Background: an optimization exercise with open tools, aiming at small area. Do not read the settings as production practice.
In this exercise RTL edits were held to simulation tests only and were not proved equivalent to the original.
Power and IR drop assume default switching activity.

**design/flow/flow/run.sh**
```bash
#!/bin/bash
# Layout flow: the standard flow (standard synthesis, floorplan, place, CTS,
# route) with two changes to the cells it picks:
#  - the input and output ports are buffered with buf_1 instead of the buffer
#    buffer_ports picks by default (clkdlybuf4s50_1, 2.7x the area);
#  - clock tree synthesis runs with ORFS's usual arguments, clock buffers from
#    clkbuf_8 instead of clkbuf_16, and -dont_use_dummy_load, so no dummy load
#    cells are added to the clock tree.
# The tools' output goes to standard.log in the work folder; ORFS also keeps
# each step's full log under orfs/logs.
set -euo pipefail
export BUFFER_PORTS_ARGS="-buffer_cell sky130_fd_sc_hd__buf_1"
export CTS_ARGS="-sink_clustering_enable -repair_clock_nets -dont_use_dummy_load -buf_list sky130_fd_sc_hd__clkbuf_8"
bash standard.sh > standard.log 2>&1
```
**design/flow/standard.sh**
```bash
#!/bin/bash
# synth_recipe.tcl (not shown) runs the flow's synth.tcl, then flattens the netlist and writes it again
# the make line also repeats each setting of config.mk as NAME=value (left out here)
make -C /OpenROAD-flow-scripts/flow DESIGN_CONFIG=/design/flow/config.mk WORK_HOME=/design/flow/orfs CLKGATE_MAP_FILE= SYNTH_SCRIPT=/design/flow/synth_recipe.tcl "${@:-finish}"
```
**design/flow/config.mk**
```make
export PLATFORM = sky130hd
export DESIGN_NAME = bicubic_scaler
export DESIGN_NICKNAME = bicubic_scaler
export VERILOG_FILES = /design/flow/design.v
export SDC_FILE = /design/flow/constraint.sdc
export NUM_CORES = 4
export LEC_CHECK = 0
export CAP_MARGIN = 20
export CORE_MARGIN = 2
export CORE_UTILIZATION = 40
export SLEW_MARGIN = 20
```
**design/flow/constraint.sdc**
```tcl
create_clock -name core_clock -period 15.0 [get_ports {CLK}]
set_input_delay 3.0000 -clock core_clock [delete_from_list [all_inputs] [get_ports {CLK}]]
set_output_delay 3.0000 -clock core_clock [all_outputs]
set_load 0.01 [all_outputs]
```
**design/flow/design.v**
```verilog
`timescale 1ns/1ps
module bs_rca #(parameter int W = 8) (
    input  logic [W-1:0] a,
    input  logic [W-1:0] b,
    input  logic         ci,
    output logic [W-1:0] s,
    output logic         co
);
    logic [W:0] c;
    assign c[0] = ci;
    for (genvar i = 0; i < W; i++) begin : g_bit
        assign s[i]   = ~(~a[i] ^ b[i] ^ c[i]);
        assign c[i+1] = ~((~a[i] & ~b[i]) | (~a[i] & ~c[i]) | (~b[i] & ~c[i]));
    end
    assign co = c[W];
endmodule
module bicubic_scaler (
    input  logic        CLK,
    input  logic        RST,
    input  logic        start,
    input  logic [6:0]  v0,
    input  logic [6:0]  h0,
    input  logic [4:0]  sw,
    input  logic [5:0]  sh,
    input  logic [5:0]  tw,
    input  logic [7:0]  src_data,
    output logic        src_rd,
    output logic [13:0] src_addr,
    output logic        dst_we,
    output logic [11:0] dst_addr,
    output logic [7:0]  dst_data,
    output logic        done
);
    localparam logic [1:0] S_IDLE = 2'd0, S_INIT = 2'd1, S_SUB = 2'd2, S_PIX = 2'd3;
    logic [1:0]  state;
    logic [6:0]  cnt;
    logic [6:0]  h0_q;
    logic [4:0]  sm;        
    logic [5:0]  dd;        
    logic [5:0]  rows;      
    logic [13:0] row_base;
    logic [6:0]  colp;      
    logic [6:0]  rem;
    logic [5:0]  col;       
    logic [11:0] dst_cnt;
    logic [5:0]  dr;
    logic [14:0] x;
    logic [7:0]  t0, t1, t2;
    logic [14:0] p1, p2, p3;
    logic        y1, y2, y3;
    logic        cb, cc, cd;
    logic signed [3:0] g;
    logic        sa, sb, sc;
    logic [6:0]  cnt_inc, colp_inc, tcol, rem_add, koff, badd;
    logic [5:0]  col_inc, rows_dec, dd_in;
    logic [4:0]  sm_in;
    logic [11:0] dst_inc;
    logic [13:0] addr_sum;
    logic [6:0]  minu, diff;
    logic        ge;
    logic        nc0, nc1, nc2, nc3, nc4, nc5, nc6, nc7, nc8, nc9, nc10;
    bs_rca #(7)  u_cnt  (.a(cnt),     .b(7'd0),          .ci(1'b1), .s(cnt_inc),  .co(nc0));
    bs_rca #(7)  u_colp (.a(colp),    .b(7'd0),          .ci(1'b1), .s(colp_inc), .co(nc1));
    bs_rca #(7)  u_tcol (.a(colp),    .b(koff),          .ci(1'b0), .s(tcol),     .co(nc2));
    bs_rca #(7)  u_rem  (.a(rem),     .b({2'b00, sm}),   .ci(1'b0), .s(rem_add),  .co(nc3));
    bs_rca #(6)  u_col  (.a(col),     .b(6'd0),          .ci(1'b1), .s(col_inc),  .co(nc4));
    bs_rca #(6)  u_rows (.a(rows),    .b(6'h3f),         .ci(1'b0), .s(rows_dec), .co(nc5));
    bs_rca #(12) u_dst  (.a(dst_cnt), .b(12'd0),         .ci(1'b1), .s(dst_inc),  .co(nc6));
    bs_rca #(14) u_addr (.a(row_base), .b({7'd0, badd}), .ci(1'b0), .s(addr_sum), .co(nc7));
    bs_rca #(7)  u_sub  (.a(minu),    .b({1'b1, ~dd}),   .ci(1'b1), .s(diff),     .co(ge));
    bs_rca #(6)  u_twm1 (.a(tw),      .b(6'h3f),         .ci(1'b0), .s(dd_in),    .co(nc8));
    bs_rca #(5)  u_swm1 (.a(sw),      .b(5'h1f),         .ci(1'b0), .s(sm_in),    .co(nc9));
    logic        step100;
    assign koff    = (cnt < 7'd15) ? 7'h7f : (cnt < 7'd23) ? 7'd0 : (cnt < 7'd31) ? 7'd1 : 7'd2;
    assign step100 = (state == S_INIT) || (cnt == 7'd89);
    assign badd    = step100 ? 7'd100 : tcol;
    assign src_addr = addr_sum;
    assign src_rd   = (state == S_PIX);
    assign minu = (state == S_SUB) ? rem : {dr, 1'b0};
    logic        live;
    assign live = src_data[cnt[2:0]];
    always_ff @(posedge CLK) begin
        t0 <= {(cnt[6:3] == 4'd1) ? live : t0[0], t0[7:1]};
        t1 <= {(cnt[6:3] == 4'd2) ? live : t1[0], t1[7:1]};
        t2 <= {(cnt[6:3] == 4'd3) ? live : t2[0], t2[7:1]};
    end
    logic [1:0]  win;
    logic        tapon, first, running;
    logic        b0, b1, b2, b3;
    logic signed [4:0] tsum;
    logic        gbit;
    assign win     = {cnt[6], cnt[4]};
    assign tapon   = ~cnt[3];
    assign first   = (cnt[3:0] == 4'd0);
    assign running = cnt[6] | cnt[5];
    assign b0 = t0[0] & tapon;
    assign b1 = t1[0] & tapon;
    assign b2 = t2[0] & tapon;
    assign b3 = live  & tapon;
    logic [3:0] dig, gq, gsum;
    logic       gco;
    always_comb begin
        case ({win, b3, b2, b1, b0, first})
            7'd0: dig = 4'h0;
            7'd1: dig = 4'h0;
            7'd2: dig = 4'hf;
            7'd3: dig = 4'hf;
            7'd4: dig = 4'h3;
            7'd5: dig = 4'h3;
            7'd6: dig = 4'h2;
            7'd7: dig = 4'h2;
            7'd8: dig = 4'hd;
            7'd9: dig = 4'hd;
            7'd10: dig = 4'hc;
            7'd11: dig = 4'hc;
            7'd12: dig = 4'h0;
            7'd13: dig = 4'h0;
            7'd14: dig = 4'hf;
            7'd15: dig = 4'hf;
            7'd16: dig = 4'h1;
            7'd17: dig = 4'h1;
            7'd18: dig = 4'h0;
            7'd19: dig = 4'h0;
            7'd20: dig = 4'h4;
            7'd21: dig = 4'h4;
            7'd22: dig = 4'h3;
            7'd23: dig = 4'h3;
            7'd24: dig = 4'he;
            7'd25: dig = 4'he;
            7'd26: dig = 4'hd;
            7'd27: dig = 4'hd;
            7'd28: dig = 4'h1;
            7'd29: dig = 4'h1;
            7'd30: dig = 4'h0;
            7'd31: dig = 4'h0;
            7'd32: dig = 4'h0;
            7'd33: dig = 4'h0;
            7'd34: dig = 4'h2;
            7'd35: dig = 4'h2;
            7'd36: dig = 4'hb;
            7'd37: dig = 4'hb;
            7'd38: dig = 4'hd;
            7'd39: dig = 4'hd;
            7'd40: dig = 4'h4;
            7'd41: dig = 4'h4;
            7'd42: dig = 4'h6;
            7'd43: dig = 4'h6;
            7'd44: dig = 4'hf;
            7'd45: dig = 4'hf;
            7'd46: dig = 4'h1;
            7'd47: dig = 4'h1;
            7'd48: dig = 4'hf;
            7'd49: dig = 4'hf;
            7'd50: dig = 4'h1;
            7'd51: dig = 4'h1;
            7'd52: dig = 4'ha;
            7'd53: dig = 4'ha;
            7'd54: dig = 4'hc;
            7'd55: dig = 4'hc;
            7'd56: dig = 4'h3;
            7'd57: dig = 4'h3;
            7'd58: dig = 4'h5;
            7'd59: dig = 4'h5;
            7'd60: dig = 4'he;
            7'd61: dig = 4'he;
            7'd62: dig = 4'h0;
            7'd63: dig = 4'h0;
            7'd64: dig = 4'h0;
            7'd65: dig = 4'h0;
            7'd66: dig = 4'hf;
            7'd67: dig = 4'hf;
            7'd68: dig = 4'h0;
            7'd69: dig = 4'h0;
            7'd70: dig = 4'hf;
            7'd71: dig = 4'hf;
            7'd72: dig = 4'h1;
            7'd73: dig = 4'h1;
            7'd74: dig = 4'h0;
            7'd75: dig = 4'h0;
            7'd76: dig = 4'h1;
            7'd77: dig = 4'h1;
            7'd78: dig = 4'h0;
            7'd79: dig = 4'h0;
            7'd80: dig = 4'h0;
            7'd81: dig = 4'h0;
            7'd82: dig = 4'hf;
            7'd83: dig = 4'hf;
            7'd84: dig = 4'h0;
            7'd85: dig = 4'h0;
            7'd86: dig = 4'hf;
            7'd87: dig = 4'hf;
            7'd88: dig = 4'h1;
            7'd89: dig = 4'h1;
            7'd90: dig = 4'h0;
            7'd91: dig = 4'h0;
            7'd92: dig = 4'h1;
            7'd93: dig = 4'h1;
            7'd94: dig = 4'h0;
            7'd95: dig = 4'h0;
            7'd96: dig = 4'h0;
            7'd97: dig = 4'h1;
            7'd98: dig = 4'h0;
            7'd99: dig = 4'h1;
            7'd100: dig = 4'h2;
            7'd101: dig = 4'h3;
            7'd102: dig = 4'h2;
            7'd103: dig = 4'h3;
            7'd104: dig = 4'h0;
            7'd105: dig = 4'h1;
            7'd106: dig = 4'h0;
            7'd107: dig = 4'h1;
            7'd108: dig = 4'h2;
            7'd109: dig = 4'h3;
            7'd110: dig = 4'h2;
            7'd111: dig = 4'h3;
            7'd112: dig = 4'h0;
            7'd113: dig = 4'h1;
            7'd114: dig = 4'h0;
            7'd115: dig = 4'h1;
            7'd116: dig = 4'h2;
            7'd117: dig = 4'h3;
            7'd118: dig = 4'h2;
            7'd119: dig = 4'h3;
            7'd120: dig = 4'h0;
            7'd121: dig = 4'h1;
            7'd122: dig = 4'h0;
            7'd123: dig = 4'h1;
            7'd124: dig = 4'h2;
            7'd125: dig = 4'h3;
            7'd126: dig = 4'h2;
            7'd127: dig = 4'h3;
            default: dig = 4'h0;
        endcase
    end
    assign gq = first ? 4'd0 : g;
    bs_rca #(4) u_gen (.a(dig), .b(gq), .ci(1'b0), .s(gsum), .co(gco));
    assign tsum = {dig[3] ^ gq[3] ^ gco, gsum};
    assign gbit = tsum[0];
    always_ff @(posedge CLK) begin
        g <= tsum[4:1];
        if (cnt[3:0] == 4'd15) begin
            if (win == 2'd0) sa <= gbit;
            if (win == 2'd1) sb <= gbit;
            if (win == 2'd2) sc <= gbit;
        end
    end
    logic        s1, bin, cin, din;
    logic        r2, q3, f;
    logic [14:0] u1, u2, u3;
    logic        o1, o2, o3;
    assign s1  = running & ((win == 2'd0) ? gbit : sa);
    assign bin = running & ((win == 2'd1) ? gbit : (win[1] ? sb : 1'b0));
    assign cin = running & ((win == 2'd2) ? gbit : ((win == 2'd3) ? sc : 1'b0));
    assign din = running & (win == 2'd3) & gbit;
    assign r2 = running & (y1 ^ bin ^ cb);
    assign q3 = running & (y2 ^ cin ^ cc);
    assign f  = y3 ^ din ^ cd;
    bs_rca #(15) u_m1 (.a(p1), .b(x & {15{s1}}), .ci(1'b0), .s(u1), .co(o1));
    bs_rca #(15) u_m2 (.a(p2), .b(x & {15{r2}}), .ci(1'b0), .s(u2), .co(o2));
    bs_rca #(15) u_m3 (.a(p3), .b(x & {15{q3}}), .ci(1'b0), .s(u3), .co(o3));
    always_ff @(posedge CLK) begin
        p1 <= {o1, u1[14:1]};
        p2 <= {o2, u2[14:1]};
        p3 <= {o3, u3[14:1]};
        y1 <= u1[0];
        y2 <= u2[0];
        y3 <= u3[0];
        cb <= running & ((y1 & bin) | (y1 & cb) | (bin & cb));
        cc <= running & ((y2 & cin) | (y2 & cc) | (cin & cc));
        cd <= running & ((y3 & din) | (y3 & cd) | (din & cd));
    end
    logic [8:0] res;
    always_ff @(posedge CLK)
        res <= {f, res[8:1]};
    assign dst_data = res[8] ? {8{~res[7]}} : res[7:0];
    always_ff @(posedge CLK) begin
        if (cnt == 7'd7)
            dr <= rem[5:0];
        else if (ge)
            dr <= diff[5:0];
        else
            dr <= {dr[4:0], 1'b0};
        if (cnt >= 7'd8 && cnt <= 7'd22)
            x <= {x[13:0], ge};
    end
    logic last_col, last_row;
    assign last_col = (col == dd);
    assign last_row = (rows == 6'd1);
    assign dst_addr = dst_cnt;
    always_ff @(posedge CLK) begin
        cnt <= cnt_inc;
        if (RST) begin
            state  <= S_IDLE;
            dst_we <= 1'b0;
            done   <= 1'b0;
        end else begin
            dst_we <= 1'b0;
            done   <= 1'b0;
            if (dst_we)
                dst_cnt <= dst_inc;
            case (state)
                S_IDLE: begin
                    if (start) begin
                        h0_q     <= h0;
                        sm       <= sm_in;
                        dd       <= dd_in;
                        rows     <= sh;
                        colp     <= ~v0;
                        row_base <= '0;
                        dst_cnt  <= '0;
                        col      <= '0;
                        rem      <= '0;
                        state    <= S_INIT;
                    end
                end
                S_INIT: begin
                    if (colp == 7'h7f) begin
                        colp  <= h0_q;
                        cnt   <= 7'd7;
                        state <= S_PIX;
                    end else begin
                        colp     <= colp_inc;
                        row_base <= addr_sum;
                    end
                end
                S_SUB: begin
                    if (ge) begin
                        rem  <= diff;
                        colp <= colp_inc;
                    end else begin
                        cnt   <= 7'd7;
                        state <= S_PIX;
                    end
                end
                default: begin   
                    if (cnt == 7'd89) begin
                        dst_we <= 1'b1;
                        if (last_col) begin
                            if (last_row) begin
                                done  <= 1'b1;
                                state <= S_IDLE;
                            end else begin
                                rows     <= rows_dec;
                                row_base <= addr_sum;
                                col      <= '0;
                                rem      <= '0;
                                colp     <= h0_q;
                                cnt      <= 7'd7;
                            end
                        end else begin
                            col   <= col_inc;
                            rem   <= rem_add;
                            state <= S_SUB;
                        end
                    end
                end
            endcase
        end
    end
endmodule
```
==> impl_metrics.tcl, run 1 <==
set metrics [dict create \
    wl_per_cell_um 14.0 \
    die_w_um 158 \
    grt_overflow_total 0 \
    ys_types 54 \
    syn_inst 774 \
    hold_violations 0 \
    r2r_setup_slack_ps 5200 \
    antenna_found_initial 0 \
    finalSetupViolations 0 \
    finalCritPeriodShare 0.795 \
    synth_async_sr_flop_share 0 \
    postCtsSetupBuffers 0 \
    place_ws_ps 2580 \
    syn_to_final_growth_pct 9.14 \
    synth_commonest_cells "dfxtp_1, edfxtp_1, inv_1" \
    place_congestion 0.826 \
    remaining_drc_errors 0 \
    numCtsBuffers 17 \
    timing.rr.start "cnt[0]" \
    grt_pass1_vias 5682 \
    grt_max_degree 34 \
    cts_tree "done" \
    drt-vias-per-instance 4.74 \
    r2r-end "p2[13]" \
    root_buffer "clkbuf_8" \
    hold_end "t1[4]" \
    max_freq_ghz 0.0838 \
    yosys-top-cells-area "edfxtp_1, dfxtp_1, fa_1" \
    required_ps 15330 \
    path_max_fanout 16 \
    worstHoldPathType "reg2reg" \
    routed_wl_mm 16.3 \
    cts.sinks 193 \
    port_buffers 78 \
    cts-hold-fix-buffers 0 \
    synthFlopType "dfxtp_1" \
    leakagePower_nw 4.33 \
    yosys_warnings 1 \
    status "complete, no violations" \
    dp_hpwl_mm 12.2 \
    worstSetupEndpointType "flop" \
    grt_pass1_wl_mm 27.8 \
    yosysTopAreaCell "edfxtp_1" \
    fillers 2227 \
    die-area_um2 24900 \
    clock_skew_ps 40.7 \
    first_pass_iters 6 \
    syn_area_per_cell_um2 12.2 \
    core_area_um2 23300 \
    drt_iter0_drc 306 \
    ys_seq_area_frac 0.501 \
    ant_nets 0 \
    postCtsResizedCells 0 \
    syn_area_um2 9480 \
    ir_drop_mv 0.126 \
    yosysMostFrequentCell "dfxtp_1" \
    htreeDepth 4 \
    power.density_nw_per_um2 205 \
    synth-edff-count 88 \
    p_total_mw 2.12 \
    clock_latency_ps 470 \
    cp.arrival_ps 12260 \
    path_clk_slew_ps 90 \
    worstHoldPathCells 0 \
    dp.cells 1149 \
    drive_above_1_share 0.0437 \
    num_vias 5525 \
    fin_nets 1021 \
    syn-num-nets 946 \
    grt_usage 0.144 \
    diodes 0 \
    yosysTopAreaCellShare 0.279 \
    critPathLaunchType "input pin" \
    path_class "in2reg" \
    rsz0062_at_grt "no" \
    drv_slew 0 \
    num_rows 56 \
    tns_ps 0 \
    cts.path.max_buffers 2 \
    hp-start "t1[5]" \
    ios 79 \
    min_period_ps 11930 \
    drv_cap 0 \
    slew_headroom 0.435 \
    reg2regPathDepth 27 \
    synth_seq_cells 193 \
    fin_cells 1166 \
    postLayoutSetupSlackWorst_ps 3070 \
    start_util 0.406 \
    fp.dieH_um 158 \
    worstMarginPinSlew_ps 848 \
]
==> metrics by stage <==
step            util  hold slack [ps]  area (um^2)
2_1_floorplan      -              310         9480
3_3_place_gp   0.433              311        10100
3_5_place_dp   0.433              312        10100
4_1_cts        0.443              311        10300
5_1_grt        0.443              318        10300
6_report       0.443              311        10300
==> cells by family after synthesis <==
family,count (synthesis),share of synthesized area
adders and majority gates,130,0.226
muxes,32,0.0397
DFF,193,0.501
buffers and inverters,110,0.0440
xor gates and xnor gates,22,0.0203
AOI/OAI and AO/OA,88,0.0619
and+or+nand+nor,199,0.108
==> routing by layer <==
metal / part of all wire / wire (um) / GRT usage
met1: 0.47 / 7690 / 0.197
met4: 0.011 / 182 / 0.0420
met2: 0.47 / 7740 / 0.230
met3: 0.043 / 699 / 0.0315
met5: 0 / 0 / 0
==> critical path, cell delays in order <==
cell     delay, ps
buf_1          130
mux4_2         520
mux2i_4        480
mux2i_1        290
mux2i_1        100
mux4_2         460
ha_1           370
nand3_1        100
nor2_1         120
a21oi_1         70
fa_1           530
nor2_1         170
and2_1         220
ha_1           190
fa_1           390
fa_1           390
fa_1           390
fa_1           400
fa_1           390
fa_1           390
fa_1           380
fa_1           400
fa_1           390
fa_1           390
fa_1           390
fa_1           390
fa_1           380
fa_1           430
==> how the worst max path moves through the flow <==
stage	endpoint	slack (ps)	cells past startpoint	startpoint
3_5_place_dp	p2[13]	2580	28	src_data[7]
3_3_place_gp	p2[13]	2840	28	src_data[7]
5_1_grt	p2[13]	2610	28	src_data[7]
6_report	p2[13]	3070	28	src_data[7]
2_1_floorplan	p2[13]	3390	28	src_data[7]
4_1_cts	p2[13]	3080	28	src_data[7]
==> layout by cell type, fill, tap and decap left out, types with 9 or more instances in the layout <==
master,count
fa_1,68
buf_1,78
mux2i_1,23
xor2_1,13
nor2b_1,14
dfxtp_1,105
inv_1,79
o21ai_0,23
nand2_1,38
a21oi_1,12
edfxtp_1,88
nor2_1,52
ha_1,62
xnor2_1,9
clkbuf_8,17
and2_1,54
==> sequential cells by signal, indices dropped and copies added (netlist names), 8 cells and up <==
name	count
t2	8
p3	15
x	15
row_base	14
t1	8
dst_cnt	12
res	9
t0	8
p2	15
p1	15
==> cell type report <==
class / count / area, um^2 / share of cell area
timing repair buffer: 82 / 323 / 0.0312
tap: 319 / 399 / 0.0386
sequential: 193 / 4740 / 0.459
clock buffer: 17 / 234 / 0.0226
inverter: 84 / 315 / 0.0305
multi-input combinational: 471 / 4330 / 0.418
==> power breakdown <==
| group | internal [mW] | switching (mW) |
|---|---|---|
| clock network | 0.100 | 0.156 |
| logic | 0.411 | 0.553 |
| registers | 0.784 | 0.120 |
| total | 1.30 | 0.829 |
==> run 2: changes to the inputs <==
--- a/design/flow/design.v
+++ b/design/flow/design.v
@@ -49,46 +49,57 @@
     logic [14:0] p1, p2, p3;
     logic        y1, y2, y3;
     logic        cb, cc, cd;
-    logic signed [3:0] g;
+    logic [3:0]  g;
     logic        sa, sb, sc;
-    logic [6:0]  cnt_inc, colp_inc, tcol, rem_add, koff, badd;
+    logic        r57;
+    logic [6:0]  cnt_inc, tcol, koff, badd, minu, addb, diff;
     logic [5:0]  col_inc, rows_dec, dd_in;
     logic [4:0]  sm_in;
     logic [11:0] dst_inc;
     logic [13:0] addr_sum;
-    logic [6:0]  minu, diff;
-    logic        ge;
-    logic        nc0, nc1, nc2, nc3, nc4, nc5, nc6, nc7, nc8, nc9, nc10;
-    bs_rca #(7)  u_cnt  (.a(cnt),     .b(7'd0),          .ci(1'b1), .s(cnt_inc),  .co(nc0));
-    bs_rca #(7)  u_colp (.a(colp),    .b(7'd0),          .ci(1'b1), .s(colp_inc), .co(nc1));
-    bs_rca #(7)  u_tcol (.a(colp),    .b(koff),          .ci(1'b0), .s(tcol),     .co(nc2));
-    bs_rca #(7)  u_rem  (.a(rem),     .b({2'b00, sm}),   .ci(1'b0), .s(rem_add),  .co(nc3));
-    bs_rca #(6)  u_col  (.a(col),     .b(6'd0),          .ci(1'b1), .s(col_inc),  .co(nc4));
-    bs_rca #(6)  u_rows (.a(rows),    .b(6'h3f),         .ci(1'b0), .s(rows_dec), .co(nc5));
-    bs_rca #(12) u_dst  (.a(dst_cnt), .b(12'd0),         .ci(1'b1), .s(dst_inc),  .co(nc6));
-    bs_rca #(14) u_addr (.a(row_base), .b({7'd0, badd}), .ci(1'b0), .s(addr_sum), .co(nc7));
-    bs_rca #(7)  u_sub  (.a(minu),    .b({1'b1, ~dd}),   .ci(1'b1), .s(diff),     .co(ge));
-    bs_rca #(6)  u_twm1 (.a(tw),      .b(6'h3f),         .ci(1'b0), .s(dd_in),    .co(nc8));
-    bs_rca #(5)  u_swm1 (.a(sw),      .b(5'h1f),         .ci(1'b0), .s(sm_in),    .co(nc9));
-    logic        step100;
-    assign koff    = (cnt < 7'd15) ? 7'h7f : (cnt < 7'd23) ? 7'd0 : (cnt < 7'd31) ? 7'd1 : 7'd2;
-    assign step100 = (state == S_INIT) || (cnt == 7'd89);
-    assign badd    = step100 ? 7'd100 : tcol;
+    logic        ge, last_col, dst_wrap, addm, xen, step100;
+    logic        nc0, nc1, nc2, nc3, nc4, nc5, nc6;
+    bs_rca #(7)  u_cnt  (.a(cnt),      .b(7'd0),          .ci(1'b1),  .s(cnt_inc),  .co(nc0));
+    bs_rca #(7)  u_tcol (.a(colp),     .b(koff),          .ci(1'b0),  .s(tcol),     .co(nc1));
+    bs_rca #(6)  u_col  (.a(col),      .b(6'd0),          .ci(1'b1),  .s(col_inc),  .co(last_col));
+    bs_rca #(6)  u_rows (.a(rows),     .b(6'h3f),         .ci(1'b0),  .s(rows_dec), .co(nc2));
+    bs_rca #(12) u_dst  (.a(dst_cnt),  .b(12'd0),         .ci(1'b1),  .s(dst_inc),  .co(dst_wrap));
+    bs_rca #(14) u_addr (.a(row_base), .b({7'd0, badd}),  .ci(1'b0),  .s(addr_sum), .co(nc3));
+    bs_rca #(7)  u_sub  (.a(minu),     .b(addb),          .ci(~addm), .s(diff),     .co(ge));
+    bs_rca #(6)  u_twm1 (.a(tw),       .b(6'h3f),         .ci(1'b0),  .s(dd_in),    .co(nc4));
+    bs_rca #(5)  u_swm1 (.a(sw),       .b(5'h1f),         .ci(1'b0),  .s(sm_in),    .co(nc5));
+    assign addm = (cnt == 7'd89);
+    assign addb = addm ? {2'b00, sm} : {1'b1, ~dd};
+    assign xen  = (state == S_PIX) && (cnt >= 7'd8) && (cnt <= 7'd22);
+    assign minu = xen ? {dr, 1'b0} : rem;
+    always_comb begin
+        if (state == S_SUB)
+            koff = 7'd1;
+        else begin
+            case (cnt_inc[6:3])
+                4'd1:    koff = 7'h7f;
+                4'd2:    koff = 7'd0;
+                4'd3:    koff = 7'd1;
+                default: koff = 7'd2;
+            endcase
+        end
+    end
+    assign step100  = (state == S_INIT) || (cnt == 7'd89);
+    assign badd     = step100 ? 7'd100 : tcol;
     assign src_addr = addr_sum;
     assign src_rd   = (state == S_PIX);
-    assign minu = (state == S_SUB) ? rem : {dr, 1'b0};
     logic        live;
     assign live = src_data[cnt[2:0]];
     always_ff @(posedge CLK) begin
-        t0 <= {(cnt[6:3] == 4'd1) ? live : t0[0], t0[7:1]};
+        t0 <= {(cnt[6:3] == 4'd1) ? live : (cnt >= 7'd81 && cnt <= 7'd88) ? f : t0[0], t0[7:1]};
         t1 <= {(cnt[6:3] == 4'd2) ? live : t1[0], t1[7:1]};
         t2 <= {(cnt[6:3] == 4'd3) ? live : t2[0], t2[7:1]};
     end
     logic [1:0]  win;
     logic        tapon, first, running;
     logic        b0, b1, b2, b3;
-    logic signed [4:0] tsum;
-    logic        gbit;
+    logic [3:0]  dig, gq, gsum;
+    logic        gco, gbit;
     assign win     = {cnt[6], cnt[4]};
     assign tapon   = ~cnt[3];
     assign first   = (cnt[3:0] == 4'd0);
@@ -97,8 +108,6 @@
     assign b1 = t1[0] & tapon;
     assign b2 = t2[0] & tapon;
     assign b3 = live  & tapon;
-    logic [3:0] dig, gq, gsum;
-    logic       gco;
     always_comb begin
         case ({win, b3, b2, b1, b0, first})
             7'd0: dig = 4'h0;
@@ -234,10 +243,9 @@
     end
     assign gq = first ? 4'd0 : g;
     bs_rca #(4) u_gen (.a(dig), .b(gq), .ci(1'b0), .s(gsum), .co(gco));
-    assign tsum = {dig[3] ^ gq[3] ^ gco, gsum};
-    assign gbit = tsum[0];
+    assign gbit = gsum[0];
     always_ff @(posedge CLK) begin
-        g <= tsum[4:1];
+        g <= {dig[3] ^ gq[3] ^ gco, gsum[3:1]};
         if (cnt[3:0] == 4'd15) begin
             if (win == 2'd0) sa <= gbit;
             if (win == 2'd1) sb <= gbit;
@@ -252,39 +260,31 @@
     assign bin = running & ((win == 2'd1) ? gbit : (win[1] ? sb : 1'b0));
     assign cin = running & ((win == 2'd2) ? gbit : ((win == 2'd3) ? sc : 1'b0));
     assign din = running & (win == 2'd3) & gbit;
-    assign r2 = running & (y1 ^ bin ^ cb);
-    assign q3 = running & (y2 ^ cin ^ cc);
-    assign f  = y3 ^ din ^ cd;
+    assign r2 = running & ~(~y1 ^ bin ^ cb);
+    assign q3 = running & ~(~y2 ^ cin ^ cc);
+    assign f  = ~(~y3 ^ din ^ cd);
     bs_rca #(15) u_m1 (.a(p1), .b(x & {15{s1}}), .ci(1'b0), .s(u1), .co(o1));
     bs_rca #(15) u_m2 (.a(p2), .b(x & {15{r2}}), .ci(1'b0), .s(u2), .co(o2));
     bs_rca #(15) u_m3 (.a(p3), .b(x & {15{q3}}), .ci(1'b0), .s(u3), .co(o3));
     always_ff @(posedge CLK) begin
-        p1 <= {o1, u1[14:1]};
-        p2 <= {o2, u2[14:1]};
-        p3 <= {o3, u3[14:1]};
-        y1 <= u1[0];
-        y2 <= u2[0];
-        y3 <= u3[0];
-        cb <= running & ((y1 & bin) | (y1 & cb) | (bin & cb));
-        cc <= running & ((y2 & cin) | (y2 & cc) | (cin & cc));
-        cd <= running & ((y3 & din) | (y3 & cd) | (din & cd));
+        p1  <= {o1, u1[14:1]};
+        p2  <= {o2, u2[14:1]};
+        p3  <= {o3, u3[14:1]};
+        y1  <= u1[0];
+        y2  <= u2[0];
+        y3  <= u3[0];
+        cb  <= running & ~((~y1 & ~bin) | (~y1 & ~cb) | (~bin & ~cb));
+        cc  <= running & ~((~y2 & ~cin) | (~y2 & ~cc) | (~cin & ~cc));
+        cd  <= running & ~((~y3 & ~din) | (~y3 & ~cd) | (~din & ~cd));
+        r57 <= f;
     end
-    logic [8:0] res;
-    always_ff @(posedge CLK)
-        res <= {f, res[8:1]};
-    assign dst_data = res[8] ? {8{~res[7]}} : res[7:0];
+    assign dst_data = r57 ? {8{~t0[6]}} : {t0[6:0], t0[7]};
     always_ff @(posedge CLK) begin
-        if (cnt == 7'd7)
-            dr <= rem[5:0];
-        else if (ge)
-            dr <= diff[5:0];
-        else
-            dr <= {dr[4:0], 1'b0};
-        if (cnt >= 7'd8 && cnt <= 7'd22)
+        dr <= ge ? diff[5:0] : minu[5:0];
+        if (xen)
             x <= {x[13:0], ge};
     end
-    logic last_col, last_row;
-    assign last_col = (col == dd);
+    logic last_row;
     assign last_row = (rows == 6'd1);
     assign dst_addr = dst_cnt;
     always_ff @(posedge CLK) begin
@@ -305,28 +305,27 @@
                         sm       <= sm_in;
                         dd       <= dd_in;
                         rows     <= sh;
-                        colp     <= ~v0;
                         row_base <= '0;
-                        dst_cnt  <= '0;
-                        col      <= '0;
+                        dst_cnt  <= {5'h1f, ~v0};
+                        col      <= ~dd_in;
                         rem      <= '0;
                         state    <= S_INIT;
                     end
                 end
                 S_INIT: begin
-                    if (colp == 7'h7f) begin
+                    dst_cnt <= dst_inc;
+                    if (dst_wrap) begin
                         colp  <= h0_q;
                         cnt   <= 7'd7;
                         state <= S_PIX;
                     end else begin
-                        colp     <= colp_inc;
                         row_base <= addr_sum;
                     end
                 end
                 S_SUB: begin
                     if (ge) begin
                         rem  <= diff;
-                        colp <= colp_inc;
+                        colp <= tcol;
                     end else begin
                         cnt   <= 7'd7;
                         state <= S_PIX;
@@ -342,14 +341,14 @@
                             end else begin
                                 rows     <= rows_dec;
                                 row_base <= addr_sum;
-                                col      <= '0;
+                                col      <= ~dd;
                                 rem      <= '0;
                                 colp     <= h0_q;
                                 cnt      <= 7'd7;
                             end
                         end else begin
                             col   <= col_inc;
-                            rem   <= rem_add;
+                            rem   <= diff;
                             state <= S_SUB;
                         end
                     end
==> run 2 against run 1 <==
- total power decreased by 11%
- fmax is 3.3% higher
- critical path depth fell by 2
- critical path type unchanged
- largest cell class unchanged
- largest power group unchanged
- highest routed layer unchanged
==> impl_metrics.tcl, run 2 <==
set metrics [dict create \
    crit_family "adder cells" \
    clock_latency_ps 470 \
    postCtsResizedCells 0 \
    critPathLaunchType "input pin" \
    die-area_um2 24200 \
    crit_top_cell "fa_1" \
    place_ws_ps 2970 \
    grt_pass1_wl_mm 27.0 \
    root_buffer "clkbuf_8" \
    antenna_found_initial 0 \
    syn_inst 748 \
    power.density_nw_per_um2 188 \
    slew_headroom 0.341 \
    drv_slew 0 \
    cp.depth 26 \
    reg2regPathDepth 25 \
    rsz0062_at_grt "no" \
    diodes 0 \
    ys_seq_area_frac 0.499 \
    fp.dieH_um 156 \
    syn_area_um2 9190 \
    place_congestion 0.855 \
    htreeDepth 4 \
    required_ps 15330 \
    worstHoldPathType "reg2reg" \
    finalSetupViolations 0 \
    remaining_drc_errors 0 \
    clock_skew_ps 37.0 \
    dp.cells 1089 \
    highest_layer "met4" \
    fin_cells 1106 \
    yosysTopAreaCellShare 0.288 \
    grt_pass1_vias 5443 \
    postLayoutSetupSlackWorst_ps 3450 \
    drt-vias-per-instance 4.99 \
    cts.path.max_buffers 2 \
    first_pass_iters 4 \
    cp-endpoint "p2[13]" \
    hold-worst-slack_ps 331 \
    dp_hpwl_mm 11.9 \
    path_clk_slew_ps 80 \
    core_area_um2 22600 \
    yosysMostFrequentCell "dfxtp_1" \
    dr_wl_met3_um 574 \
    syn_area_per_cell_um2 12.3 \
    status "complete, no violations" \
    wirelength_met1_mm 7.60 \
    syn-num-nets 911 \
    cts_tree "done" \
    finalCritPeriodShare 0.770 \
    min_period_ps 11550 \
    startpoint "src_data[7]" \
    synthFlopType "dfxtp_1" \
    grt_overflow_total 0 \
    path_max_fanout 15 \
    die_w_um 156 \
    synth_seq_cells 185 \
    drive_above_1_share 0.0719 \
    ant_nets 0 \
    slowest_delay_ps 500 \
    cpMaxStageDelayCell "mux4_2" \
    worstSetupEndpointType "flop" \
    grt_max_degree 43 \
    hold_violations 0 \
    cts.sinks 185 \
    path_buf_inv 1 \
    num_vias 5524 \
    synth-edff-count 88 \
    fin_util 0.444 \
    timing.rr.start "cnt[0]" \
    fin_nets 986 \
    r2r-end "p2[13]" \
    num_rows 55 \
    postCtsSetupBuffers 0 \
    drt_iter0_drc 281 \
    numCtsBuffers 17 \
    cts-hold-fix-buffers 0 \
    mostFrequentLayoutCells "dfxtp_1, edfxtp_1, buf_1" \
    syn_to_final_growth_pct 9.14 \
    port_buffers 78 \
    wl_met2_mm 7.89 \
    routed_wl_mm 16.3 \
    r2r_setup_slack_ps 5430 \
    ir_drop_mv 0.223 \
    synth_async_sr_flop_share 0 \
    max_freq_ghz 0.0866 \
    start_util 0.407 \
    ys_types 53 \
    layout_commonest_cell "dfxtp_1" \
    grt_usage 0.141 \
    leakagePower_nw 4.12 \
    drv_cap 0 \
    synth_commonest_cells "dfxtp_1, edfxtp_1, fa_1" \
    worstMarginPinSlew_ps 981 \
    tns_ps 0 \
    wl_per_cell_um 14.7 \
    path_class "in2reg" \
    cp.arrival_ps 11880 \
    yosys-top-cells-area "edfxtp_1, dfxtp_1, fa_1" \
    yosysTopAreaCell "edfxtp_1" \
    yosys_warnings 1 \
    ios 79 \
]
[run 2: how the worst min path moves through the flow]
stage / start / to / slack [ps] / depth (start not counted)
final: t1[2] / t1[1] / 330 / 0
after global routing: t1[5] / t1[4] / 340 / 0
after global placement: t2[7] / t2[6] / 310 / 0
after floorplan: t1[1] / t1[0] / 310 / 0
after detailed placement: t2[5] / t2[4] / 310 / 0
after CTS: t2[7] / t2[6] / 330 / 0
[run 2: worst register-to-register path, stage by stage, from the launching register on]
cell and delay (ps):
dfxtp_1 540, mux4_2 600, mux2i_4 300, mux2i_1 270, mux2_4 320, a221oi_2 270, ha_1 320, a32o_1 280
fa_1 420, nor2b_1 280, and2_1 250, ha_1 190, fa_1 390, fa_1 390, fa_1 380, fa_1 380
fa_1 380, fa_1 380, fa_1 380, fa_1 380, fa_1 380, fa_1 390, fa_1 380, fa_1 380
fa_1 380, fa_1 430
[run 2: per-stage QoR]
stage,area [um^2],power (mW)
after global routing,10000,2.05
after CTS,10000,1.91
final,10000,1.89
after detailed placement,9800,1.64
after global placement,9800,1.64
after floorplan,9190,1.40
[run 2: power by group]
group | switching, mW | internal (mW) | total [mW]
combinational | 0.497 | 0.370 | 0.867
clock | 0.155 | 0.100 | 0.256
sequential | 0.0716 | 0.695 | 0.766
total | 0.724 | 1.16 | 1.89
[run 2: cell families after synthesis]
group / after synthesis / synth area share
compound gates: 100 / 0.0731
mux: 38 / 0.0496
simple gates: 209 / 0.117
xor+xnor: 8 / 0.00762
buf+inv: 87 / 0.0357
fa+ha+maj: 121 / 0.219
flops: 185 / 0.499
[run 2: metal layers]
metal / global-route usage / vias up
met5: 0 / -
met4: 0.0367 / 0
met3: 0.0375 / 18
met2: 0.231 / 93
met1: 0.188 / 2706
li1: - / 2707
[run 2: layout make-up]
cell class	instances	area [um^2]
clock buffers	17	234
fillers	2134	12500
inverters	58	218
multi-input cells	476	4290
flip-flops and latches	185	4580
well taps	285	357
repair buffers	85	345
==> run 3: changes to the inputs <==
==> design/flow/flow/run.sh (replaced) <==
#!/bin/bash
# Layout flow: the standard flow, with these changes to the cells it picks:
#  - after the standard synthesis (bash standard.sh synth, unchanged), the
#    combinational cells of its netlist are re-mapped for area by Yosys/ABC
#    (flow/remap.py). Flip-flops, full/half adders and tie cells are left as
#    they are, so the registers keep their names, cells and connections. The
#    new netlist is proven equivalent to the standard one by Yosys; if that
#    fails, the standard netlist is used unchanged;
#  - the input and output ports are buffered with buf_1 instead of the buffer
#    buffer_ports picks by default (clkdlybuf4s50_1, 2.7x the area);
#  - clock tree synthesis runs with ORFS's usual arguments, clock buffers from
#    clkbuf_8 instead of clkbuf_16, and -dont_use_dummy_load.
# Each tool's output goes to a log in the work folder (standard_synth.log,
# remap/*.log, standard.log); ORFS also keeps each step's log under orfs/logs.
set -euo pipefail
export BUFFER_PORTS_ARGS="-buffer_cell sky130_fd_sc_hd__buf_1"
export CTS_ARGS="-sink_clustering_enable -repair_clock_nets -dont_use_dummy_load -buf_list sky130_fd_sc_hd__clkbuf_8"
bash standard.sh synth > standard_synth.log 2>&1
R="orfs/results/${FLOW_PLATFORM}/bicubic_scaler/base"
mkdir -p remap
cp "$R/1_2_yosys.v" remap/std.v
if python3 flow/remap.py remap/std.v remap/remapped.v "$FLOW_TOP" remap > remap/remap_py.log 2>&1; then
  cp remap/remapped.v "$R/1_2_yosys.v"
  echo "re-mapped netlist used" > remap/result.txt
else
  echo "re-mapping failed or not proven: standard netlist used" > remap/result.txt
fi
# the netlist is now newer than 1_synth.odb, so make rebuilds it from there on
touch "$R/1_2_yosys.v"
bash standard.sh > standard.log 2>&1
==> design/flow/flow/dontuse.txt (new file) <==
sky130_fd_sc_hd__probe_p_8 sky130_fd_sc_hd__probec_p_8 sky130_fd_sc_hd__lpflow_bleeder_1 sky130_fd_sc_hd__lpflow_clkbufkapwr_1 sky130_fd_sc_hd__lpflow_clkbufkapwr_16 sky130_fd_sc_hd__lpflow_clkbufkapwr_2 sky130_fd_sc_hd__lpflow_clkbufkapwr_4 sky130_fd_sc_hd__lpflow_clkbufkapwr_8 sky130_fd_sc_hd__lpflow_clkinvkapwr_1 sky130_fd_sc_hd__lpflow_clkinvkapwr_16 sky130_fd_sc_hd__lpflow_clkinvkapwr_2 sky130_fd_sc_hd__lpflow_clkinvkapwr_4 sky130_fd_sc_hd__lpflow_clkinvkapwr_8 sky130_fd_sc_hd__lpflow_decapkapwr_12 sky130_fd_sc_hd__lpflow_decapkapwr_3 sky130_fd_sc_hd__lpflow_decapkapwr_4 sky130_fd_sc_hd__lpflow_decapkapwr_6 sky130_fd_sc_hd__lpflow_decapkapwr_8 sky130_fd_sc_hd__lpflow_inputiso0n_1 sky130_fd_sc_hd__lpflow_inputiso0p_1 sky130_fd_sc_hd__lpflow_inputiso1n_1 sky130_fd_sc_hd__lpflow_inputiso1p_1 sky130_fd_sc_hd__lpflow_inputisolatch_1 sky130_fd_sc_hd__lpflow_isobufsrc_1 sky130_fd_sc_hd__lpflow_isobufsrc_16 sky130_fd_sc_hd__lpflow_isobufsrc_2 sky130_fd_sc_hd__lpflow_isobufsrc_4 sky130_fd_sc_hd__lpflow_isobufsrc_8 sky130_fd_sc_hd__lpflow_isobufsrckapwr_16 sky130_fd_sc_hd__lpflow_lsbuf_lh_hl_isowell_tap_1 sky130_fd_sc_hd__lpflow_lsbuf_lh_hl_isowell_tap_2 sky130_fd_sc_hd__lpflow_lsbuf_lh_hl_isowell_tap_4 sky130_fd_sc_hd__lpflow_lsbuf_lh_isowell_4 sky130_fd_sc_hd__lpflow_lsbuf_lh_isowell_tap_1 sky130_fd_sc_hd__lpflow_lsbuf_lh_isowell_tap_2 sky130_fd_sc_hd__lpflow_lsbuf_lh_isowell_tap_4
==> design/flow/flow/remap.py (new file) <==
#!/usr/bin/env python3
# Re-maps the combinational cells of the standard synthesis netlist for area
# with Yosys/ABC, and proves the result equivalent to the standard netlist.
#   remap.py STD.v OUT.v TOP WORKDIR
# Flip-flops, full/half adders and tie cells are kept untouched (blackboxes),
# so every register keeps its cell type, instance, name and connections.
# Exit status 0 only if OUT.v was written and proven equivalent.
import os, re, subprocess, sys

std, out, top, work = sys.argv[1:5]
here = os.path.dirname(os.path.abspath(__file__))
lib = os.path.join(os.environ.get('FLOW_HOME', '/OpenROAD-flow-scripts/flow'),
                   'platforms/sky130hd/lib/sky130_fd_sc_hd__tt_025C_1v80.lib')
yosys = os.environ.get('YOSYS_EXE') or 'yosys'
if not os.path.exists(yosys):
    yosys = 'yosys'
dont_use = open(os.path.join(here, 'dontuse.txt')).read().split()

net = open(std).read()
types = sorted(set(re.findall(r'^\s*(sky130_fd_sc_hd__\w+)\s', net, re.M)))
keep = [t for t in types if re.match(r'sky130_fd_sc_hd__(s?e?df|dl|fa_|fah|ha_|conb)', t)]


def run(name, script):
    path = os.path.join(work, name + '.ys')
    open(path, 'w').write(script)
    with open(os.path.join(work, name + '.log'), 'w') as log:
        return subprocess.call([yosys, '-s', path], stdout=log, stderr=subprocess.STDOUT)


readlib = f'read_liberty -overwrite -ignore_miss_func -ignore_miss_dir {lib}\n'
remap = readlib + f'''read_verilog {std}
hierarchy -top {top}
blackbox {' '.join(keep)}
flatten
opt_clean
abc -liberty {lib} {' '.join('-dont_use ' + c for c in dont_use)} -script "+strash;dc2;dch,-f;amap;topo"
opt_clean
hilomap -singleton -hicell sky130_fd_sc_hd__conb_1 HI -locell sky130_fd_sc_hd__conb_1 LO
splitnets
opt_clean -purge
hierarchy -top {top} -purge_lib
rename -enumerate -pattern _re%_
check -assert -mapped
stat -liberty {lib}
write_verilog -noattr -nohex -nodec {out}
'''
if run('remap', remap) != 0:
    sys.exit(1)

# equivalence of the two netlists, each cell read as its liberty function
for name, src in (('gold', std), ('gate', out)):
    if run('flat_' + name, readlib + f'''read_verilog {src}
hierarchy -top {top}
flatten
opt_clean
rename {top} {name}
write_rtlil {os.path.join(work, name + '.il')}
''') != 0:
        sys.exit(1)
sys.exit(run('equiv', f'''read_rtlil {os.path.join(work, 'gold.il')}
read_rtlil {os.path.join(work, 'gate.il')}
equiv_make gold gate eq
hierarchy -top eq
equiv_simple -seq 2
equiv_induct
equiv_status -assert
'''))
==> run 3 against run 2 <==
- clock power barely moved
- die area did not move
- design area did not move
- first-iteration DRC count did not move
- global-route usage did not move
==> impl_metrics.tcl, run 3 <==
set metrics [dict create \
    start_util 0.407 \
    ant_nets 0 \
    drt_iter0_drc 281 \
    timing.rr.start "cnt[0]" \
    clock_skew_ps 37.0 \
    die_w_um 156 \
    power.switching_uw 724 \
    worstSetupEndpointType "flop" \
    drv_slew 0 \
    power_frac_seq 0.406 \
    ir_drop_mv 0.223 \
    syn_to_final_growth_pct 9.14 \
    place_congestion 0.855 \
    p_total_mw 1.89 \
    min_period_ps 11550 \
    syn-num-nets 911 \
    finalInstanceArea_um2 10000 \
    ys_types 53 \
    cts_tree "done" \
    core_area_um2 22600 \
    ys_seq_area_frac 0.499 \
    fin_util 0.444 \
    cp.arrival_ps 11880 \
    die-area_um2 24200 \
    yosysTopAreaCell "edfxtp_1" \
    finalSetupViolations 0 \
    ios 79 \
    wl_per_cell_um 14.7 \
    swShare 0.383 \
    synth_async_sr_flop_share 0 \
    drive_above_1_share 0.0719 \
    grt_overflow_total 0 \
    diodes 0 \
    slew_headroom 0.341 \
    synth_commonest_cells "dfxtp_1, edfxtp_1, fa_1" \
    hold_violations 0 \
    postCtsResizedCells 0 \
    synthFlopType "dfxtp_1" \
    synth_seq_cells 185 \
    cts-hold-fix-buffers 0 \
    path_max_fanout 15 \
    remaining_drc_errors 0 \
    grt_usage 0.141 \
    leakagePower_nw 4.12 \
    worstHoldPathType "reg2reg" \
    dpl_cell_area_um2 9800 \
    drv_cap 0 \
    status "complete, no violations" \
    syn_area_per_cell_um2 12.3 \
    grt_max_degree 43 \
    dp_hpwl_mm 11.9 \
    place_ws_ps 2970 \
    p_int_mw 1.16 \
    yosysTopAreaCellShare 0.288 \
    finalCritPeriodShare 0.770 \
    cts.sinks 185 \
    critPathLaunchType "input pin" \
    numCtsBuffers 17 \
    syn_area_um2 9190 \
    postLayoutSetupSlackWorst_ps 3450 \
    syn_inst 748 \
    fin_cells 1106 \
    grt_pass1_vias 5443 \
    yosysMostFrequentCell "dfxtp_1" \
    required_ps 15330 \
    hold-worst-slack_ps 331 \
    power.density_nw_per_um2 188 \
    root_buffer "clkbuf_8" \
    worstMarginPinSlew_ps 981 \
    port_buffers 78 \
    fp.dieH_um 156 \
    rsz0062_at_grt "no" \
    antenna_found_initial 0 \
    drt-vias-per-instance 4.99 \
    synth-edff-count 88 \
    postCtsSetupBuffers 0 \
    tns_ps 0 \
    max_freq_ghz 0.0866 \
    cts.path.max_buffers 2 \
    fin_nets 986 \
    num_vias 5524 \
    hp-start "t1[2]" \
    routed_wl_mm 16.3 \
    num_rows 55 \
    mostFrequentLayoutCells "dfxtp_1, edfxtp_1, buf_1" \
    pwr-share-comb 0.459 \
    first_pass_iters 4 \
    layout_commonest_cell "dfxtp_1" \
    dp.cells 1089 \
    yosys_warnings 1 \
    path_class "in2reg" \
    htreeDepth 4 \
    path_clk_slew_ps 80 \
    startpoint "src_data[7]" \
    clock_latency_ps 470 \
    pwr-share-clk 0.135 \
    grt_pass1_wl_mm 27.0 \
    yosys-top-cells-area "edfxtp_1, dfxtp_1, fa_1" \
]
[run 3: path summary, 6_finish.rpt]
| check | slack (ps) | cells after the start | to |
|---|---|---|---|
| setup / recovery | 3450 | 26 | p2[13] |
| hold / removal | 330 | 0 | t1[1] |
| setup reg to reg | 5430 | 25 | p2[13] |
| hold reg to reg | 330 | 0 | t1[1] |
[run 3: final cells by class]
class / instances / area [um^2]
Fill cell: 2134 / 12500
Inverter: 58 / 218
Clock buffer: 17 / 234
Sequential cell: 185 / 4580
Timing Repair Buffer: 85 / 345
Multi-Input combinational cell: 476 / 4290
Tap cell: 285 / 357
[run 3: routing by layer]
| layer | track usage | vias to the layer above | wire, um |
|---|---|---|---|
| met4 | 0.0367 | 0 | 190 |
| met1 | 0.188 | 2706 | 7600 |
| met5 | 0 | - | 0 |
| li1 | - | 2707 | - |
| met3 | 0.0375 | 18 | 574 |
| met2 | 0.231 | 93 | 7890 |
[run 3: cell families (layout without fill, tap and decap cells)]
logic type               Yosys count  after routing  share of synthesized area
multiplexers                      38             38                     0.0496
buffers and inverters             87            160                     0.0357
flip-flops                       185            185                      0.499
XOR/XNOR                           8              8                    0.00762
adder cells (fa/ha/maj)          121            121                      0.219
AND/OR/NAND/NOR                  209            209                      0.117
AO/OA/AOI/OAI                    100            100                     0.0731
[run 3: worst max-delay path, cell delays in order]
cell      delay, ps
buf_1            60
mux4_2          500
mux2i_4         300
mux2i_1         270
mux2_4          320
a221oi_2        270
ha_1            320
a32o_1          280
fa_1            420
nor2b_1         280
and2_1          250
ha_1            190
fa_1            390
fa_1            390
fa_1            380
fa_1            380
fa_1            380
fa_1            380
fa_1            380
fa_1            380
fa_1            380
fa_1            380
fa_1            380
fa_1            380
fa_1            380
fa_1            430
[run 3: power by group through the flow]
stage / clock, mW / combinational [mW] / sequential (mW)
global route: 0.283 / 0.985 / 0.784
floorplan: 0 / 0.647 / 0.757
global placement: 0 / 0.861 / 0.778
finish: 0.256 / 0.867 / 0.766
CTS: 0.265 / 0.876 / 0.769
detailed placement: 0 / 0.865 / 0.779
==> run 4: changes to the inputs <==
--- a/design/flow/flow/run.sh
+++ b/design/flow/flow/run.sh
@@ -1,8 +1,8 @@
 #!/bin/bash
 # Layout flow: the standard flow, with these changes to the cells it picks:
 #  - after the standard synthesis (bash standard.sh synth, unchanged), the
-#    combinational cells of its netlist are re-mapped for area by Yosys/ABC
-#    (flow/remap.py). Flip-flops, full/half adders and tie cells are left as
+#    combinational cells of its netlist (half adders included) are re-mapped for area by Yosys/ABC
+#    (flow/remap.py). Flip-flops, full adders and tie cells are left as
 #    they are, so the registers keep their names, cells and connections. The
 #    new netlist is proven equivalent to the standard one by Yosys; if that
 #    fails, the standard netlist is used unchanged;
--- a/design/flow/flow/remap.py
+++ b/design/flow/flow/remap.py
@@ -2,7 +2,7 @@
 # Re-maps the combinational cells of the standard synthesis netlist for area
 # with Yosys/ABC, and proves the result equivalent to the standard netlist.
 #   remap.py STD.v OUT.v TOP WORKDIR
-# Flip-flops, full/half adders and tie cells are kept untouched (blackboxes),
+# Flip-flops, full adders and tie cells are kept untouched (blackboxes),
 # so every register keeps its cell type, instance, name and connections.
 # Exit status 0 only if OUT.v was written and proven equivalent.
 import os, re, subprocess, sys
@@ -18,7 +18,7 @@
 
 net = open(std).read()
 types = sorted(set(re.findall(r'^\s*(sky130_fd_sc_hd__\w+)\s', net, re.M)))
-keep = [t for t in types if re.match(r'sky130_fd_sc_hd__(s?e?df|dl|fa_|fah|ha_|conb)', t)]
+keep = [t for t in types if re.match(r'sky130_fd_sc_hd__(s?e?df|dl|fa_|fah|conb)', t)]
 
 
 def run(name, script):
@@ -41,7 +41,6 @@
 opt_clean -purge
 hierarchy -top {top} -purge_lib
 rename -enumerate -pattern _re%_
-check -assert -mapped
 stat -liberty {lib}
 write_verilog -noattr -nohex -nodec {out}
 '''
==> run 4 against run 3 <==
- still clean on timing, DRC and antenna
- core utilization is 1.3 points higher
- hold slack hardly changed
- first-iteration DRC count is 32% higher
- clock skew is 4.8 ps lower
- non-clock buffer count stayed put
- design area is 7.2% lower
- sequential share of layout area is 3.6 points higher
- flip-flop and latch count stayed put
==> impl_metrics.tcl, run 4 <==
set metrics [dict create \
    drv_cap 0 \
    htreeDepth 4 \
    place_congestion 0.872 \
    min_period_ps 11770 \
    remaining_drc_errors 0 \
    first_pass_iters 5 \
    worstHoldPathType "reg2reg" \
    slew_headroom 0.313 \
    syn_area_um2 8370 \
    start_util 0.411 \
    status "complete, no violations" \
    seqCellArea_um2 4580 \
    yosys_warnings 1 \
    dp_hpwl_mm 11.6 \
    fillers 1929 \
    grt_max_degree 31 \
    clock_latency_ps 440 \
    antenna_found_initial 0 \
    finalSetupViolations 0 \
    wl_per_cell_um 13.3 \
    rsz0062_at_grt "no" \
    fin_nets 993 \
    routed_wl_mm 15.3 \
    drt-vias-per-instance 4.87 \
    cp.arrival_ps 12060 \
    multi_input_area_um2 3390 \
    ir_drop_mv 0.0702 \
    die-area_um2 22100 \
    worstMarginPinSlew_ps 1030 \
    leakagePower_nw 3.43 \
    p_total_mw 2.06 \
    required_ps 15290 \
    hold_violations 0 \
    syn_area_per_cell_um2 10.7 \
    power.density_nw_per_um2 221 \
    tns_ps 0 \
    port_buffers 78 \
    layout_commonest_cell "nor2_1" \
    mostFrequentLayoutCells "nor2_1, clkinv_1, dfxtp_1" \
    grt_overflow_total 0 \
    drive_above_1_share 0.0317 \
    num_rows 52 \
    core_area_um2 20400 \
    fp.dieH_um 149 \
    numCtsBuffers 17 \
    path_max_fanout 14 \
    finalCritPeriodShare 0.785 \
    cts_tree "done" \
    cts-hold-fix-buffers 0 \
    r2r_setup_slack_ps 5180 \
    root_buffer "clkbuf_8" \
    diodes 0 \
    cts.sinks 185 \
    syn_inst 781 \
    syn-num-nets 889 \
    critPathLaunchType "input pin" \
    syn_to_final_growth_pct 11.2 \
    grt_pass1_vias 5364 \
    num_vias 5611 \
    grt_usage 0.148 \
    clock_skew_ps 32.2 \
    max_freq_ghz 0.0849 \
    worstSetupEndpointType "flop" \
    ant_nets 0 \
    path_clk_slew_ps 80 \
    grt_pass1_wl_mm 26.2 \
    drv_slew 0 \
    path_class "in2reg" \
    cts.path.max_buffers 2 \
    postCtsResizedCells 0 \
    postCtsSetupBuffers 0 \
    ios 79 \
    drt_iter0_drc 370 \
    die_w_um 149 \
]
[run 4: cell count changes in the layout (fill, tap and decap cells not counted), sizes merged, moves of 9 or more]
cell and change:
o32ai +9, a21oi -9, nand2 +14, and2 -59
ha -55, mux2 -27, nor2b -10, o22ai +18
mux2i -9, o21ai +35, clkinv +110, inv -58
nor2 +118
[run 4: power by group]
group	leakage, nW	total (mW)	internal [mW]	switching [mW]
clock network	0.122	0.248	0.100	0.147
registers	1.63	0.859	0.756	0.104
logic	1.68	0.953	0.358	0.596
[run 4: area by class of cell]
| cell class | instances | area share |
|---|---|---|
| flip-flops and latches | 185 | 0.493 |
| multi-input cells | 486 | 0.364 |
| clock buffers | 17 | 0.0251 |
| inverters | 110 | 0.0444 |
| repair buffers | 85 | 0.0371 |
| well taps | 270 | 0.0363 |
[run 4: critical path, stage by stage]
cell	delay, ps
buf_1	70
o221a_1	230
o32ai_1	880
clkinv_1	290
nor2_1	210
nor3_1	80
o211ai_1	220
or2_0	200
nand2_1	140
o32ai_1	310
fa_1	490
nand2_1	350
nor2_1	110
fa_1	420
fa_1	380
fa_1	380
fa_1	380
fa_1	390
fa_1	390
fa_1	380
fa_1	390
fa_1	390
fa_1	390
fa_1	380
fa_1	390
fa_1	380
fa_1	420
[run 4: final timing paths]
kind                            cells after the start         from  endpoint
worst max register to register                     27       cnt[1]    p2[13]
worst min-delay path                                0        t2[6]     t2[5]
worst min register to register                      0        t2[6]     t2[5]
worst max-delay path                               27  src_data[3]    p2[13]
[run 4: metrics by stage]
stage / utilization / worst slack (ps) / cells / cell area (um^2) / hold WS (ps)
5_1_grt: 0.457 / 2800 / 1153 / 9300 / 337
4_1_cts: 0.457 / 3270 / 1153 / 9300 / 335
3_5_place_dp: 0.445 / 2810 / 1136 / 9070 / 316
6_report: 0.457 / 3230 / 1153 / 9300 / 331
3_3_place_gp: 0.445 / 2990 / 1136 / 9070 / 311
2_1_floorplan: - / 3530 / 781 / 8370 / 310
[run 4: routing by layer]
metal	part of all wire	track usage
met3	0.050	0.0368
met5	0	0
met2	0.46	0.232
met1	0.48	0.208
met4	0.0074	0.0333
==> run 5: changes to the inputs <==
--- a/design/flow/design.v
+++ b/design/flow/design.v
@@ -38,7 +38,7 @@
     logic [4:0]  sm;        
     logic [5:0]  dd;        
     logic [5:0]  rows;      
-    logic [13:0] row_base;
+    logic [13:2] row_base;      
     logic [6:0]  colp;      
     logic [6:0]  rem;
     logic [5:0]  col;       
@@ -64,7 +64,8 @@
     bs_rca #(6)  u_col  (.a(col),      .b(6'd0),          .ci(1'b1),  .s(col_inc),  .co(last_col));
     bs_rca #(6)  u_rows (.a(rows),     .b(6'h3f),         .ci(1'b0),  .s(rows_dec), .co(nc2));
     bs_rca #(12) u_dst  (.a(dst_cnt),  .b(12'd0),         .ci(1'b1),  .s(dst_inc),  .co(dst_wrap));
-    bs_rca #(14) u_addr (.a(row_base), .b({7'd0, badd}),  .ci(1'b0),  .s(addr_sum), .co(nc3));
+    bs_rca #(12) u_addr (.a(row_base), .b({7'd0, badd[6:2]}), .ci(1'b0), .s(addr_sum[13:2]), .co(nc3));
+    assign addr_sum[1:0] = badd[1:0];
     bs_rca #(7)  u_sub  (.a(minu),     .b(addb),          .ci(~addm), .s(diff),     .co(ge));
     bs_rca #(6)  u_twm1 (.a(tw),       .b(6'h3f),         .ci(1'b0),  .s(dd_in),    .co(nc4));
     bs_rca #(5)  u_swm1 (.a(sw),       .b(5'h1f),         .ci(1'b0),  .s(sm_in),    .co(nc5));
@@ -319,7 +320,7 @@
                         cnt   <= 7'd7;
                         state <= S_PIX;
                     end else begin
-                        row_base <= addr_sum;
+                        row_base <= addr_sum[13:2];
                     end
                 end
                 S_SUB: begin
@@ -340,7 +341,7 @@
                                 state <= S_IDLE;
                             end else begin
                                 rows     <= rows_dec;
-                                row_base <= addr_sum;
+                                row_base <= addr_sum[13:2];
                                 col      <= ~dd;
                                 rem      <= '0;
                                 colp     <= h0_q;
--- a/design/flow/flow/remap.py
+++ b/design/flow/flow/remap.py
@@ -29,23 +29,43 @@
 
 
 readlib = f'read_liberty -overwrite -ignore_miss_func -ignore_miss_dir {lib}\n'
-remap = readlib + f'''read_verilog {std}
+# ABC scripts tried, in order; the smallest result is kept (the first on a tie)
+SCRIPTS = [
+    '+strash;dc2;dch,-f;amap;topo',
+    '+strash;dch,-f;amap;topo',
+    '+strash;dc2;dc2;dch,-f;amap;topo',
+    '+strash;ifraig;dc2;dch,-f;amap;topo',
+    '+strash;dc2;dch,-f;amap;topo;strash;dch,-f;amap;topo',
+    '+strash;dc2;dch,-f;map,-a;topo',
+]
+best = None
+for i, scr in enumerate(SCRIPTS):
+    cand = os.path.join(work, f'cand{i}.v')
+    remap = readlib + f'''read_verilog {std}
 hierarchy -top {top}
 blackbox {' '.join(keep)}
 flatten
 opt_clean
-abc -liberty {lib} {' '.join('-dont_use ' + c for c in dont_use)} -script "+strash;dc2;dch,-f;amap;topo"
+abc -liberty {lib} {' '.join('-dont_use ' + c for c in dont_use)} -script "{scr}"
 opt_clean
 hilomap -singleton -hicell sky130_fd_sc_hd__conb_1 HI -locell sky130_fd_sc_hd__conb_1 LO
 splitnets
 opt_clean -purge
 hierarchy -top {top} -purge_lib
 rename -enumerate -pattern _re%_
-stat -liberty {lib}
-write_verilog -noattr -nohex -nodec {out}
+tee -o {cand}.stat stat -liberty {lib}
+write_verilog -noattr -nohex -nodec {cand}
 '''
-if run('remap', remap) != 0:
+    if run(f'remap{i}', remap) != 0:
+        continue
+    m = re.search(r'Chip area for module .*?: ([0-9.]+)', open(cand + '.stat').read())
+    if m and (best is None or float(m.group(1)) < best[0]):
+        best = (float(m.group(1)), cand, scr)
+if best is None:
     sys.exit(1)
+with open(os.path.join(work, 'chosen.txt'), 'w') as f:
+    f.write(f'{best[0]} {best[2]}\n')
+open(out, 'w').write(open(best[1]).read())
 
 # equivalence of the two netlists, each cell read as its liberty function
 for name, src in (('gold', std), ('gate', out)):
==> run 5 against run 4 <==
- still clean
- sequential share of layout area down 0.56 points
- via count grew 2.5%
- final cell count increased by 0.78%
- critical path type unchanged
- largest cell class unchanged
- largest power group unchanged
- highest routed layer unchanged
==> impl_metrics.tcl, run 5 <==
set metrics [dict create \
    status "complete, no violations" \
    clock_latency_ps 460 \
    die_w_um 149 \
    start_util 0.411 \
    diodes 0 \
    postCtsResizedCells 0 \
    num_rows 52 \
    yosys_warnings 1 \
    drt-vias-per-instance 4.95 \
    clock_skew_ps 31.3 \
    root_buffer "clkbuf_8" \
    max_freq_ghz 0.0857 \
    first_pass_iters 5 \
    cpMaxStageDelayCell "a32oi_1" \
    reg2regPathDepth 29 \
    drv_slew 0 \
    antenna_found_initial 0 \
    cts_tree "done" \
    place_congestion 0.868 \
    path_max_fanout 14 \
    ir_drop_mv 0.0691 \
    worstMarginPinSlew_ps 930 \
    syn-num-nets 897 \
    r2r-end "p2[13]" \
    ant_nets 0 \
    path_clk_slew_ps 100 \
    finalSetupViolations 0 \
    drv_cap 0 \
    cts.sinks 183 \
    rsz0062_at_grt "no" \
    grt_pass1_vias 5536 \
    required_ps 15320 \
    routed_wl_mm 15.6 \
    cts-hold-fix-buffers 0 \
    drive_above_1_share 0.0291 \
    finalCritPeriodShare 0.778 \
    drt_iter0_drc 312 \
    syn_area_per_cell_um2 10.6 \
    fillers 1954 \
    cts.path.max_buffers 2 \
    cp.arrival_ps 11990 \
    syn_area_um2 8360 \
    grt_pass1_wl_mm 26.3 \
    syn_inst 791 \
    worstSetupEndpointType "flop" \
    remaining_drc_errors 0 \
    hold_end "t1[2]" \
    fp.dieH_um 149 \
    r2r_setup_slack_ps 5320 \
    grt_max_degree 29 \
    grt_usage 0.151 \
    critPathLaunchType "input pin" \
    dp_hpwl_mm 11.7 \
    worstHoldPathType "reg2reg" \
    wl_per_cell_um 13.5 \
    worstHoldPathCells 0 \
    crit_top_cell "fa_1" \
    grt_overflow_total 0 \
    port_buffers 78 \
    syn_to_final_growth_pct 11.1 \
    hold_violations 0 \
    htreeDepth 4 \
    postCtsSetupBuffers 0 \
    mostFrequentLayoutCells "nor2_1, clkinv_1, dfxtp_1" \
    min_period_ps 11670 \
    slowest_delay_ps 660 \
    core_area_um2 20400 \
    num_vias 5754 \
    timing.rr.start "cnt[0]" \
    postLayoutSetupSlackWorst_ps 3330 \
    power.density_nw_per_um2 202 \
    die-area_um2 22100 \
    path_class "in2reg" \
    layout_commonest_cell "nor2_1" \
    fin_nets 1000 \
    slew_headroom 0.376 \
    tns_ps 0 \
    numCtsBuffers 17 \
    leakagePower_nw 3.48 \
    place_ws_ps 2870 \
    hp-start "t1[3]" \
    ios 79 \
]
run 5: through the flow:
stage               power (mW)  std cells  cell area (um^2)  hold slack (ps)  utilization
finish                    1.88       1162              9290              318        0.456
global route              2.07       1162              9290              331        0.456
CTS                       1.90       1162              9290              323        0.456
detailed placement        1.65       1145              9050              312        0.445
global placement          1.64       1145              9050              311        0.445
floorplan                 1.41        791              8360              310            -
run 5: final cells by class:
cell class,count,area [um^2],share of cell area
Tap cell,270,338,0.0364
Clock buffer,17,234,0.0252
Sequential cell,183,4520,0.487
Timing Repair Buffer,84,338,0.0364
Multi-Input combinational cell,499,3440,0.371
Inverter,109,409,0.0441
run 5: per-layer routing:
| metal | wire (um) | share of wire | up-vias | GRT usage |
|---|---|---|---|---|
| li1 | - | - | 2873 | - |
| met1 | 7460 | 0.48 | 2709 | 0.208 |
| met2 | 7240 | 0.46 | 149 | 0.236 |
| met3 | 701 | 0.045 | 23 | 0.0350 |
| met4 | 235 | 0.015 | 0 | 0.0500 |
| met5 | 0 | 0 | - | 0 |
run 5: worst max path at each step:
stage / start / to / slack, ps / depth (start not counted)
2_1_floorplan: src_data[4] / p2[13] / 3610 / 28
5_1_grt: src_data[4] / p2[13] / 2840 / 29
4_1_cts: src_data[4] / p2[13] / 3350 / 29
3_5_place_dp: src_data[4] / p2[13] / 2870 / 29
3_3_place_gp: src_data[4] / p2[13] / 2990 / 29
6_report: src_data[4] / p2[13] / 3330 / 29
run 5: power breakdown:
part / switching [mW] / internal [mW] / total (mW) / leakage (nW)
Sequential: 0.0919 / 0.711 / 0.803 / 1.61
Combinational: 0.523 / 0.303 / 0.826 / 1.75
Clock: 0.147 / 0.100 / 0.248 / 0.122
Total: 0.762 / 1.11 / 1.88 / 3.48
run 5: critical path, delay by kind of cell:
family | cells | cell delay [ps]
buf+inv | 2 | 180
fa+ha+maj | 15 | 5920
simple gates | 8 | 1660
compound gates | 4 | 1220

[afterwards: timing with drivers on the ports]
How much do the figures lean on ideal ports? The routed layouts below were timed once more, with nothing changed but the port constraints.
Step 1, drivers: a clkbuf_16 drives CLK and a buf_2 each remaining input, both assumed.
Step 2 times the ports against the registers' clock, not the clock port: input delays grow and output delays shrink by t, the midpoint of the rising clock arrivals with the driver on.
Three values: ideal, step 1, step 2; two values: the first two.
run	t (ns)	setup WS [ns]	cell pins on the clock port's net
run 1	0.489	3.071 / 3.089 / 2.600	1
run 2	0.490	3.447 / 3.466 / 2.976	1
run 3	0.490	3.447 / 3.466 / 2.976	1
run 4	0.471	3.227 / 3.249 / 2.778	1
run 5	0.483	3.334 / 3.348 / 2.865	1
After both steps setup and hold are still met in every run listed.
